Source: an optimization exercise on an open RTL-to-GDS flow (aim: small area). Production flows keep margins and buffers that such runs may drop.
Only simulation tests tie the RTL to the original design; equivalence was not proved.
No activity file was given, so power comes from the tool's default toggle rates.

## flow/design.v (module list and top-level ports; edited modules follow where they fit)
// module spectrum_peak_finder: 1342 lines
// module spf_fa: 10 lines
// module spf_ao22n: 9 lines
// module spf_ao22: 9 lines
// module spf_cpa: 187 lines
// module spf_pg: 4 lines
// module spf_aoi21: 3 lines
// module spf_oai21: 3 lines
// module spf_nand2: 3 lines
// module spf_nor2: 3 lines
// module spf_or2: 3 lines
// module spf_inv: 3 lines
// module spf_xor2: 3 lines
// module spf_xnor2: 3 lines
// module spf_cmp: 9 lines
// module spf_cmpk: 8 lines
module spectrum_peak_finder (
  input  logic        clk,
  input  logic        rst,
  input  logic [4:0]  curr_nfft,
  input  logic [15:0] s_re,
  input  logic [15:0] s_im,
  input  logic        s_valid,
  input  logic        s_last,
  output logic        s_ready,
  output logic [9:0]  max_index,
  output logic [31:0] max_mag,
  output logic        max_valid,
  output logic        frame_err
);
  // ...
==> flow/flow/run.sh <==
#!/bin/bash
# Own layout flow: the standard layout (standard.sh, which also runs the
# standard synthesis) with these changes:
#  - after synthesis, the synthesis buffers are removed and flow/downsize.tcl swaps each combinational cell to the
#    smallest drive strength of its family (repair steps upsize as needed);
#  - the port buffers that buffer_ports inserts are sky130_fd_sc_hd__buf_1
#    (every input and output port still gets its own buffer);
#  - clock tree synthesis builds the tree from clkbuf_4 without dummy loads.
# Each tool's output goes to a log of its own in this folder (standard_synth.log,
# downsize.log, standard_flow.log); ORFS also keeps per-step logs in orfs/logs/.
set -euo pipefail
export BUFFER_PORTS_ARGS="-buffer_cell sky130_fd_sc_hd__buf_1"
export CTS_ARGS="-sink_clustering_enable -repair_clock_nets -dont_use_dummy_load -buf_list sky130_fd_sc_hd__clkbuf_4 -sink_clustering_size 10"
bash standard.sh synth > standard_synth.log 2>&1
R=orfs/results/$FLOW_PLATFORM/spectrum_peak_finder/base
cat > downsize_run.tcl <<EOT
read_liberty $FLOW_HOME/platforms/$FLOW_PLATFORM/lib/sky130_fd_sc_hd__tt_025C_1v80.lib
read_db $R/1_synth.odb
remove_buffers
source flow/downsize.tcl
write_db $R/1_synth.odb
EOT
openroad -no_init -exit downsize_run.tcl > downsize.log 2>&1
bash standard.sh > standard_flow.log 2>&1
==> flow/flow/downsize.tcl <==
# Swap every combinational cell of the synthesized netlist to the smallest
# cell of the same function family (same pins); the later repair steps
# upsize again wherever timing, slew or capacitance need it.
set db [ord::get_db]
set block [[$db getChip] getBlock]
set masters [dict create]
foreach lib [$db getLibs] {
  foreach m [$lib getMasters] {
    dict set masters [$m getName] $m
  }
}
set swapped 0
set saved 0
foreach inst [$block getInsts] {
  set m [$inst getMaster]
  set name [$m getName]
  if {![regexp {^(sky130_fd_sc_hd__[a-z0-9]+)_([0-9]+)$} $name -> base drive]} { continue }
  if {[regexp {df|dl|sdf|edf|conb|tap|fill|decap|clk} $base]} { continue }
  set best $m
  set best_area [expr {[$m getWidth] * [$m getHeight]}]
  foreach d {0 1 2 4} {
    set cand "${base}_$d"
    if {![dict exists $masters $cand]} { continue }
    set cm [dict get $masters $cand]
    set a [expr {[$cm getWidth] * [$cm getHeight]}]
    if {$a < $best_area} { set best $cm; set best_area $a }
  }
  if {$best ne $m} {
    set saved [expr {$saved + [$m getWidth] * [$m getHeight] - $best_area}]
    $inst swapMaster $best
    incr swapped
  }
}
puts "downsize: swapped $swapped cells, saved [expr {$saved / 1e6}] um^2"
==> flow/standard.sh <==
#!/bin/bash
# synth_recipe.tcl (not shown) runs the flow's synth.tcl, then flattens the netlist and writes it again
# the make line also repeats each setting of config.mk as NAME=value (left out here)
make -C /OpenROAD-flow-scripts/flow DESIGN_CONFIG=/design/flow/config.mk WORK_HOME=/design/flow/orfs CLKGATE_MAP_FILE= SYNTH_SCRIPT=/design/flow/synth_recipe.tcl "${@:-finish}"
==> flow/config.mk <==
export PLATFORM = sky130hd
export DESIGN_NAME = spectrum_peak_finder
export DESIGN_NICKNAME = spectrum_peak_finder
export VERILOG_FILES = /design/flow/design.v
export SDC_FILE = /design/flow/constraint.sdc
export NUM_CORES = 4
export LEC_CHECK = 0
export CAP_MARGIN = 20
export CORE_MARGIN = 2
export CORE_UTILIZATION = 60
export GPL_TIMING_DRIVEN = 0
export SLEW_MARGIN = 20
export SYNTH_HIERARCHICAL = 1
export SYNTH_MINIMUM_KEEP_SIZE = 0
==> flow/constraint.sdc <==
create_clock -name core_clock -period 7.5 [get_ports {clk}]
set_input_delay 1.5000 -clock core_clock [delete_from_list [all_inputs] [get_ports {clk}]]
set_output_delay 1.5000 -clock core_clock [all_outputs]
set_load 0.01 [all_outputs]
==> flow_summary_export.csv, run 1 <==
group,metric,value,unit
power,p_int,2.61,mW
drt,dr_wl_met3,1590,um
finish,final_cell_mix,"nand2_1, fa_1, dfxtp_1",
drt,routedWlPerCell,18.8,um
finish,design_area,11800,um2
finish,multi_input_comb_cells,808,
sta,hold_viol,0,
sta,report.final.slew_viol_count,0,
finish,final-clk-cell-share,1.08,%
drt,route.detailed.drc,0,
placed_design,place_area,11600,um2
clock_tree,clock-sinks,135,
drt,vias,7759,
worst_setup_path,path_depth,24,
synth,synth.avg_cell_area,11.0,um2
power,comb_power,3.44,mW
power,cellPowerDensity,405,nW/um2
worst_setup_path,start_kind,"primary input",
finish,clkbuf_count,17,
finish,inv_count,53,
finish,seq_area,2840,um2
worst_setup_path,r2r_setup_slack,2.32,ns
outcome,status,"finished clean",
drt,drtIter0Drc,343,
sta,fmax,0.142,GHz
finish,multi_input_area,7920,um2
==> inputs of run 2 (changes only) <==
--- a/flow/design.v
+++ b/flow/design.v
@@ -1291,22 +1291,28 @@
   spf_xnor2 u_hs725 (.a(sgn31n), .b(fc668), .y(hs725));
   spf_or2 u_hc726 (.a(sgn31n), .b(fc668), .y(hc726));
   assign mag_an = {hc724, fc722, fc720, fc718, fc716, fc714, fc712, fc710, fc708, fc706, fc704, fc702, fc700, fc698, fc696, fc694, fc692, fc690, fc688, fc686, fc684, fc682, fc680, fc678, hc676, hc674, hc672, fc670, fs669, pp153, 1'b1, ren1};
   assign mag_bn = {hs725, hs723, fs721, fs719, fs717, fs715, fs713, fs711, fs709, fs707, fs705, fs703, fs701, fs699, fs697, fs695, fs693, fs691, fs689, fs687, fs685, fs683, fs681, fs679, fs677, hs675, hs673, hs671, 1'b1, fs613, 1'b1, imn137};
   spf_cpa u_cpa (.a(mag_an), .b(mag_bn), .y(mag_n));
   logic gt;
   spf_cmp u_cmp (.an(mag_qn), .b(best_mag), .gt(gt));
   assign upd = v_q && gt;
-  logic best_ld, best_ldn, best_keep, pub_ld, pub_keep;
-  assign best_ld   = upd && !first_beat;
-  assign best_ldn  = !best_ld;
-  assign best_keep = !upd && !first_beat;
-  assign pub_ld    = dr_q[2] && !rst;
-  assign pub_keep  = !dr_q[2] && !rst;
+  logic upd_n, first_n, dr2_n;
+  logic [4:0] best_ld, best_ldn, best_keep, pub_ld, pub_keep;
+  assign upd_n   = !upd;
+  assign first_n = !first_beat;
+  assign dr2_n   = !dr_q[2];
+  for (genvar k = 0; k < 5; k++) begin : g_sel
+    spf_nand2 u_bldn (.a(upd), .b(first_n), .y(best_ldn[k]));
+    spf_nor2  u_bld  (.a(upd_n), .b(first_beat), .y(best_ld[k]));
+    spf_nor2  u_bkp  (.a(upd), .b(first_beat), .y(best_keep[k]));
+    spf_nor2  u_pld  (.a(dr2_n), .b(rst), .y(pub_ld[k]));
+    spf_nor2  u_pkp  (.a(dr_q[2]), .b(rst), .y(pub_keep[k]));
+  end
   always_ff @(posedge clk) begin
     if (rst) begin
       run_q <= 1'b0;
       dr_q  <= 4'd0;
     end else begin
       if (beat) run_q <= !frame_end;
       dr_q <= {dr_q[2:0], frame_end};
     end
@@ -1324,27 +1330,27 @@
     max_mag   <= max_mag_d;
     max_idx_q <= max_idx_d;
     frame_err <= frame_err_d;
   end
   logic [31:0] best_mag_d, max_mag_d;
   logic [8:0]  best_idx_d, max_idx_d;
   logic        frame_err_d;
   for (genvar i = 0; i < 32; i++) begin : g_mag
-    spf_ao22n u_b (.a1n(best_ldn), .a2n(mag_qn[i]), .b1(best_keep), .b2(best_mag[i]), .y(best_mag_d[i]));
-    spf_ao22 u_m (.a1(pub_ld), .a2(best_mag[i]), .b1(pub_keep), .b2(max_mag[i]), .y(max_mag_d[i]));
+    spf_ao22n u_b (.a1n(best_ldn[i/8]), .a2n(mag_qn[i]), .b1(best_keep[i/8]), .b2(best_mag[i]), .y(best_mag_d[i]));
+    spf_ao22 u_m (.a1(pub_ld[i/8]), .a2(best_mag[i]), .b1(pub_keep[i/8]), .b2(max_mag[i]), .y(max_mag_d[i]));
   end
   for (genvar i = 1; i < 9; i++) begin : g_idx
-    spf_ao22 u_b (.a1(best_ld), .a2(cnt_q[i]), .b1(best_keep), .b2(best_idx[i]), .y(best_idx_d[i]));
+    spf_ao22 u_b (.a1(best_ld[4]), .a2(cnt_q[i]), .b1(best_keep[4]), .b2(best_idx[i]), .y(best_idx_d[i]));
   end
-  assign best_idx_d[0] = (best_ld & cnt_q[0]) | (best_keep & best_idx[0]) | first_beat;
+  assign best_idx_d[0] = (best_ld[4] & cnt_q[0]) | (best_keep[4] & best_idx[0]) | first_beat;
   for (genvar i = 0; i < 9; i++) begin : g_midx
-    spf_ao22 u_m (.a1(pub_ld), .a2(best_idx[i]), .b1(pub_keep), .b2(max_idx_q[i]), .y(max_idx_d[i]));
+    spf_ao22 u_m (.a1(pub_ld[4]), .a2(best_idx[i]), .b1(pub_keep[4]), .b2(max_idx_q[i]), .y(max_idx_d[i]));
   end
-  spf_ao22 u_ferr (.a1(pub_ld), .a2(err_q), .b1(pub_keep), .b2(frame_err), .y(frame_err_d));
+  spf_ao22 u_ferr (.a1(pub_ld[4]), .a2(err_q), .b1(pub_keep[4]), .b2(frame_err), .y(frame_err_d));
   assign max_index = {1'b0, max_idx_q};
   assign max_valid = dr_q[3];
 endmodule
 module spf_fa (
   input  logic a,
   input  logic b,
   input  logic c,
   output logic s,
--- a/flow/flow/run.sh
+++ b/flow/flow/run.sh
@@ -5,17 +5,17 @@
 #    smallest drive strength of its family (repair steps upsize as needed);
 #  - the port buffers that buffer_ports inserts are sky130_fd_sc_hd__buf_1
 #    (every input and output port still gets its own buffer);
 #  - clock tree synthesis builds the tree from clkbuf_4 without dummy loads.
 # Each tool's output goes to a log of its own in this folder (standard_synth.log,
 # downsize.log, standard_flow.log); ORFS also keeps per-step logs in orfs/logs/.
 set -euo pipefail
 export BUFFER_PORTS_ARGS="-buffer_cell sky130_fd_sc_hd__buf_1"
-export CTS_ARGS="-sink_clustering_enable -repair_clock_nets -dont_use_dummy_load -buf_list sky130_fd_sc_hd__clkbuf_4 -sink_clustering_size 10"
+export CTS_ARGS="-sink_clustering_enable -repair_clock_nets -dont_use_dummy_load -buf_list sky130_fd_sc_hd__clkbuf_4 -sink_clustering_size 16"
 bash standard.sh synth > standard_synth.log 2>&1
 R=orfs/results/$FLOW_PLATFORM/spectrum_peak_finder/base
 cat > downsize_run.tcl <<EOT
 read_liberty $FLOW_HOME/platforms/$FLOW_PLATFORM/lib/sky130_fd_sc_hd__tt_025C_1v80.lib
 read_db $R/1_synth.odb
 remove_buffers
 source flow/downsize.tcl
 write_db $R/1_synth.odb
==> run 2 against run 1 <==
  * Fmax rose by 0.30%
  * Wire length rose by 1.4%
  * Synthesized area rose by 0.45%
  * Clock power barely moved
  * Worst setup slack improved by 0.021 ns
  * Cell area fell by 0.29%
  * Critical path type unchanged
  * Highest routed layer unchanged
==> flow_summary_export.csv, run 2 <==
group,metric,value,unit
worst_hold_path,worstHoldStart,"mag_qn[2]",
worst_hold_path,hold_path.class,"flip-flop to flip-flop",
global_routing,grt_start_max_net_pins,17,
sta,hold_viol,0,
outcome,status,"finished clean",
finish,syn2layout_area_growth,7.03,%
floorplan,die_x,139,um
sta,report.final.slew_viol_count,0,
global_routing,grt_pass1_vias,7988,
sta,skew,0.0460,ns
clock_tree,postCtsHoldBufs,0,
clock_tree,cts.clk_slew.worst_paths,0.09,ns
floorplan,core_area,18000,um2
clock_tree,cts_root_buf,"clkbuf_4",
power,p_leak,4.30,nW
sta,fmax,0.142,GHz
power,worst_ir_drop_vdd,0.000327,V
floorplan,start_util,61.1,%
clock_tree,clkLatencyLatePin,0.50,ns
placed_design,hpwl,19300,um
sta,post-route-period-util,93.6,%
finish,fillers,1518,
drt,dr.pass1.iters,8,
global_routing,grt-ovfl-total,0,
worst_setup_path,end_kind,"flip-flop",
worst_setup_path,worstPathArrival,7.45,ns
floorplan,fp.dieH,139,um
finish,final_nets,1409,
clock_tree,clock-sinks,135,
sta,worst_slew_pin_slew,1.04,ns
worst_setup_path,critPathKind,"primary input to flip-flop",
global_routing,antenna_found_initial,1,
worst_setup_path,reg2reg_from,"best_mag[3]",
floorplan,dieArea,19400,um2
worst_setup_path,r2r_setup_slack,2.72,ns
sta,holdWs,0.441,ns
floorplan,num_io_pins,86,
clock_tree,h-tree-depth,4,
placed_design,gp_congestion,0.861,
global_routing,track_usage,27.2,%
worst_hold_path,worstHoldPathCells,1,
worst_setup_path,crit_path_top_delay_cell,"fa_1",
drt,viasPerCell,5.81,
worst_setup_path,start_kind,"primary input",
power,power_frac_comb,72.5,%
global_routing,grt_pass1_wl,41400,um
drt,drtAntennaViolNets,0,
drt,routedWlPerCell,18.8,um
sta,grt_setup_unrepaired,"no",
finish,mostFrequentLayoutCell,"nand2_1",
sta,finalSetupViolCount,0,
power,swShare,45.8,%
worst_setup_path,rr_worst_depth,21,
clock_tree,cts.path.max_buffers,2,
power,p_int,2.60,mW
sta,period_minus_slack,7.02,ns
finish,top_regs,"best_mag: 32 flops, mag_qn: 32 flops, max_mag: 32 flops",
synth,synth.avg_cell_area,10.8,um2
drt,route.detailed.drc,0,
synth,syn_area,11000,um2
power,power_frac_clock,6.4,%
synth,syn_inst,1012,
sta,relSlewSlack,30.6,%
clock_tree,cts_tree,"yes",
floorplan,rows,49,
drt,wl,25300,um
job,drv_cap,0,
finish,final_cell_mix,"nand2_1, fa_1, dfxtp_1",
worst_setup_path,worstReg2RegEnd,"best_idx[0]",
worst_setup_path,crit_path_max_fanout,15,
worst_setup_path,max_stage_delay,0.47,ns
drt,drtIter0Drc,383,
power,cellPowerDensity,409,nW/um2
synth,ys_warn_count,7,
placed_design,io_buffers,84,
sta,setup_tns,0,ns
worst_setup_path,crit_required,7.93,ns
finish,drive_gt1_share,2.96,%
power,power_frac_seq,21.1,%
clock_tree,numCtsBuffers,17,
power,p_sw,2.20,mW
worst_hold_path,min_to,"best_mag[2]",
drt,vias,7826,
==> run 2: repair_timing <==
action | CTS | global route
pin swaps | 0 | 1
buffers inserted | 0 | 1
gates resized for setup | 3 | 14
endpoints found under the setup margin | 7 | 10
==> run 2: layer usage <==
metal  routed length, um  share of wire, %  global-route usage (%)
met1               11000                43                    38.7
met2               12100                48                    44.7
met3                1780               7.0                    4.09
met4                 455               1.8                    6.91
met5                   0                 0                       0
==> run 2: how the worst max path moves through the flow <==
stage	startpoint	end	slack [ns]	depth (start not counted)
5_1_grt	s_re[1]	mag_qn[26]	0.04	25
4_1_cts	s_re[3]	mag_qn[26]	0.14	24
2_1_floorplan	s_re[1]	mag_qn[26]	0.68	24
6_report	s_re[1]	mag_qn[26]	0.48	25
3_3_place_gp	s_re[1]	mag_qn[26]	-0.68	25
3_5_place_dp	s_re[1]	mag_qn[26]	-0.75	25
==> run 2: critical path, delay by kind of cell <==
kind                       cells  cell delay, ns
adders and majority gates      7            2.97
AOI/OAI and AO/OA             10            2.14
buffers and inverters          7            0.68
xor gates and xnor gates       1            0.13
==> run 2: power groups by stage <==
stage	registers, mW	logic, mW	clock network, mW
after floorplan	1.00	2.65	0
after global placement	1.03	3.31	0
after detailed placement	1.03	3.40	0
after CTS	1.01	3.41	0.320
after global routing	1.03	3.97	0.347
final	1.02	3.48	0.307
==> run 2: layout make-up <==
cell class                      count  area (um2)  share of cell area (%)
Multi-Input combinational cell    823        7940                    67.6
Tap cell                          229         287                    2.44
Antenna cell                        1        2.50                  0.0213
Sequential cell                   135        2840                    24.2
Timing Repair Buffer               85         340                    2.90
Clock buffer                       17         128                    1.09
Inverter                           56         210                    1.79
==> run 2: stage by stage <==
stage | util, % | std cells | power [mW] | cell area, um2 | worst slack [ns]
5_1_grt | 65.4 | 1346 | 5.35 | 11800 | 0.0369
3_5_place_dp | 64.5 | 1327 | 4.43 | 11600 | -0.747
6_report | 65.4 | 1346 | 4.80 | 11800 | 0.477
3_3_place_gp | 64.5 | 1327 | 4.34 | 11600 | -0.684
2_1_floorplan | - | 1014 | 3.65 | 11000 | 0.683
4_1_cts | 65.2 | 1344 | 4.75 | 11700 | 0.136
==> inputs of run 3 (changes only) <==
--- a/flow/flow/run.sh
+++ b/flow/flow/run.sh
@@ -10,7 +10,7 @@
 # downsize.log, standard_flow.log); ORFS also keeps per-step logs in orfs/logs/.
 set -euo pipefail
 export BUFFER_PORTS_ARGS="-buffer_cell sky130_fd_sc_hd__buf_1"
-export CTS_ARGS="-sink_clustering_enable -repair_clock_nets -dont_use_dummy_load -buf_list sky130_fd_sc_hd__clkbuf_4 -sink_clustering_size 16"
+export CTS_ARGS="-sink_clustering_enable -repair_clock_nets -dont_use_dummy_load -buf_list sky130_fd_sc_hd__clkbuf_4 -sink_clustering_size 10"
 bash standard.sh synth > standard_synth.log 2>&1
 R=orfs/results/$FLOW_PLATFORM/spectrum_peak_finder/base
 cat > downsize_run.tcl <<EOT
==> run 3 against run 2 <==
  * Clock power about the same
  * Hold slack did not move
  * Global-route usage is the same
  * Sequential share of layout area is the same
  * Die area did not move
  * Final cell count did not move
  * Non-clock buffer count stayed put
  * Cell area unchanged
  * Worst setup slack stayed put
==> flow_summary_export.csv, run 3 <==
group,metric,value,unit
outcome,status,"finished clean",
clock_tree,cts_root_buf,"clkbuf_4",
floorplan,fp.dieH,139,um
worst_setup_path,crit_path_top_delay_cell,"fa_1",
clock_tree,cts.clk_slew.worst_paths,0.09,ns
placed_design,gp_congestion,0.861,
drt,drtIter0Drc,383,
finish,design_area,11800,um2
drt,viasPerCell,5.81,
synth,synth.avg_cell_area,10.8,um2
sta,grt_setup_unrepaired,"no",
sta,worst_slew_pin_slew,1.04,ns
sta,relSlewSlack,30.6,%
finish,drive_gt1_share,2.96,%
drt,drtAntennaViolNets,0,
placed_design,io_buffers,84,
worst_setup_path,crit_required,7.93,ns
global_routing,grt_pass1_wl,41400,um
floorplan,num_io_pins,86,
sta,skew,0.0460,ns
placed_design,place_area,11600,um2
sta,fmax,0.142,GHz
global_routing,antenna_found_initial,1,
clock_tree,cts.path.max_buffers,2,
sta,setup_tns,0,ns
global_routing,track_usage,27.2,%
clock_tree,clkLatencyLatePin,0.50,ns
job,drv_cap,0,
worst_setup_path,worstPathArrival,7.45,ns
worst_setup_path,critPathKind,"primary input to flip-flop",
power,p_leak,4.30,nW
finish,syn2layout_area_growth,7.03,%
placed_design,hpwl,19300,um
floorplan,rows,49,
sta,hold_viol,0,
finish,stdcell_count,1346,
worst_setup_path,start_kind,"primary input",
sta,report.final.slew_viol_count,0,
synth,ys_warn_count,7,
finish,final_nets,1409,
finish,fillers,1518,
global_routing,grt_start_max_net_pins,17,
sta,post-route-period-util,93.6,%
worst_setup_path,max_stage_delay,0.47,ns
power,worst_ir_drop_vdd,0.000327,V
clock_tree,h-tree-depth,4,
drt,wl,25300,um
clock_tree,numCtsBuffers,17,
global_routing,grt-ovfl-total,0,
worst_hold_path,hold_path.class,"flip-flop to flip-flop",
finish,fin_util,65.4,%
drt,vias,7826,
floorplan,dieArea,19400,um2
drt,route.detailed.drc,0,
worst_setup_path,crit_path_max_fanout,15,
floorplan,start_util,61.1,%
finish,final_cell_mix,"nand2_1, fa_1, dfxtp_1",
synth,syn_area,11000,um2
power,power.total,4.80,mW
finish,mostFrequentLayoutCell,"nand2_1",
clock_tree,clock-sinks,135,
clock_tree,cts_tree,"yes",
power,cellPowerDensity,409,nW/um2
floorplan,die_x,139,um
placed_design,dp.cells,1327,
drt,dr.pass1.iters,8,
finish,top_regs,"best_mag: 32 flops, mag_qn: 32 flops, max_mag: 32 flops",
sta,finalSetupViolCount,0,
synth,syn_inst,1012,
worst_setup_path,end_kind,"flip-flop",
floorplan,core_area,18000,um2
sta,period_minus_slack,7.02,ns
global_routing,grt_pass1_vias,7988,
drt,routedWlPerCell,18.8,um
-- run 3: repair_timing --
| item | CTS | global route |
|---|---|---|
| endpoints found under the setup margin | 7 | 10 |
| gates cloned | 0 | 0 |
| pin swaps | 0 | 1 |
| hold buffers | 0 | 0 |
| resized for setup | 3 | 14 |
| setup buffers | 0 | 1 |
-- run 3: path summary, 6_finish.rpt --
path / start / to / slack [ns] / cells after the start
hold reg to reg: mag_qn[2] / best_mag[2] / 0.44 / 1
setup / recovery: s_re[1] / mag_qn[26] / 0.48 / 25
hold / removal: mag_qn[2] / best_mag[2] / 0.44 / 1
setup reg to reg: best_mag[3] / best_idx[0] / 2.72 / 21
-- run 3: final cells by class --
class / instances / area, um2 / area share, %
Antenna cell: 1 / 2.50 / 0.0213
Clock buffer: 17 / 128 / 1.09
Inverter: 56 / 210 / 1.79
Multi-Input combinational cell: 823 / 7940 / 67.6
Sequential cell: 135 / 2840 / 24.2
Tap cell: 229 / 287 / 2.44
Timing Repair Buffer: 85 / 340 / 2.90
-- run 3: where the power goes --
| group | switching, mW | internal (mW) | total (mW) |
|---|---|---|---|
| registers | 0.0948 | 0.920 | 1.02 |
| clock network | 0.203 | 0.104 | 0.307 |
| logic | 1.90 | 1.58 | 3.48 |
| total | 2.20 | 2.60 | 4.80 |
-- run 3: per-layer routing --
layer,track usage (%),routed length [um],up-vias
met4,6.91,455,0
met5,0,0,-
met3,4.09,1780,30
met2,44.7,12100,304
met1,38.7,11000,3904
li1,-,-,3588
-- run 3: critical path, delay by kind of cell --
family                     cells  cell delay [ns]
AOI/OAI and AO/OA             10             2.14
xor gates and xnor gates       1             0.13
adders and majority gates      7             2.97
buffers and inverters          7             0.68
-- run 3: per-stage QoR --
stage          hold slack (ns)  worst slack (ns)
2_1_floorplan            0.439             0.683
3_3_place_gp             0.442            -0.684
3_5_place_dp             0.451            -0.747
4_1_cts                  0.438             0.136
5_1_grt                  0.449            0.0369
6_report                 0.441             0.477

-- re-timing with driven ports --
The results above use ideal ports. As a check the final layouts listed here were re-extracted and re-timed, cells and wires unchanged.
Step 1, drivers: a clkbuf_16 drives clk and a buf_2 each remaining input, both assumed.
Step 2 adds t to the input delays and takes it off the output delays; t is the mean of the earliest and latest rising clock arrival at the registers after step 1. Input paths then give back, and output paths get back, about the clock's delay inside the block.
Slacks: ideal ports / drivers / drivers and shift; pairs: ideal ports / drivers.
run	t (ns)	setup WS [ns]	worst register clock-pin slew, ns
run 1	0.526	0.456 / 0.466 / -0.059	0.11 / 0.11
run 2	0.517	0.477 / 0.488 / -0.029	0.11 / 0.11
run 3	0.517	0.477 / 0.488 / -0.029	0.11 / 0.11
With both steps, setup timing fails in every run listed, where it was met with ideal ports. For run 1, which loses most, drivers alone change the setup slack by +0.010 ns; drivers and shift together by -0.515 ns.
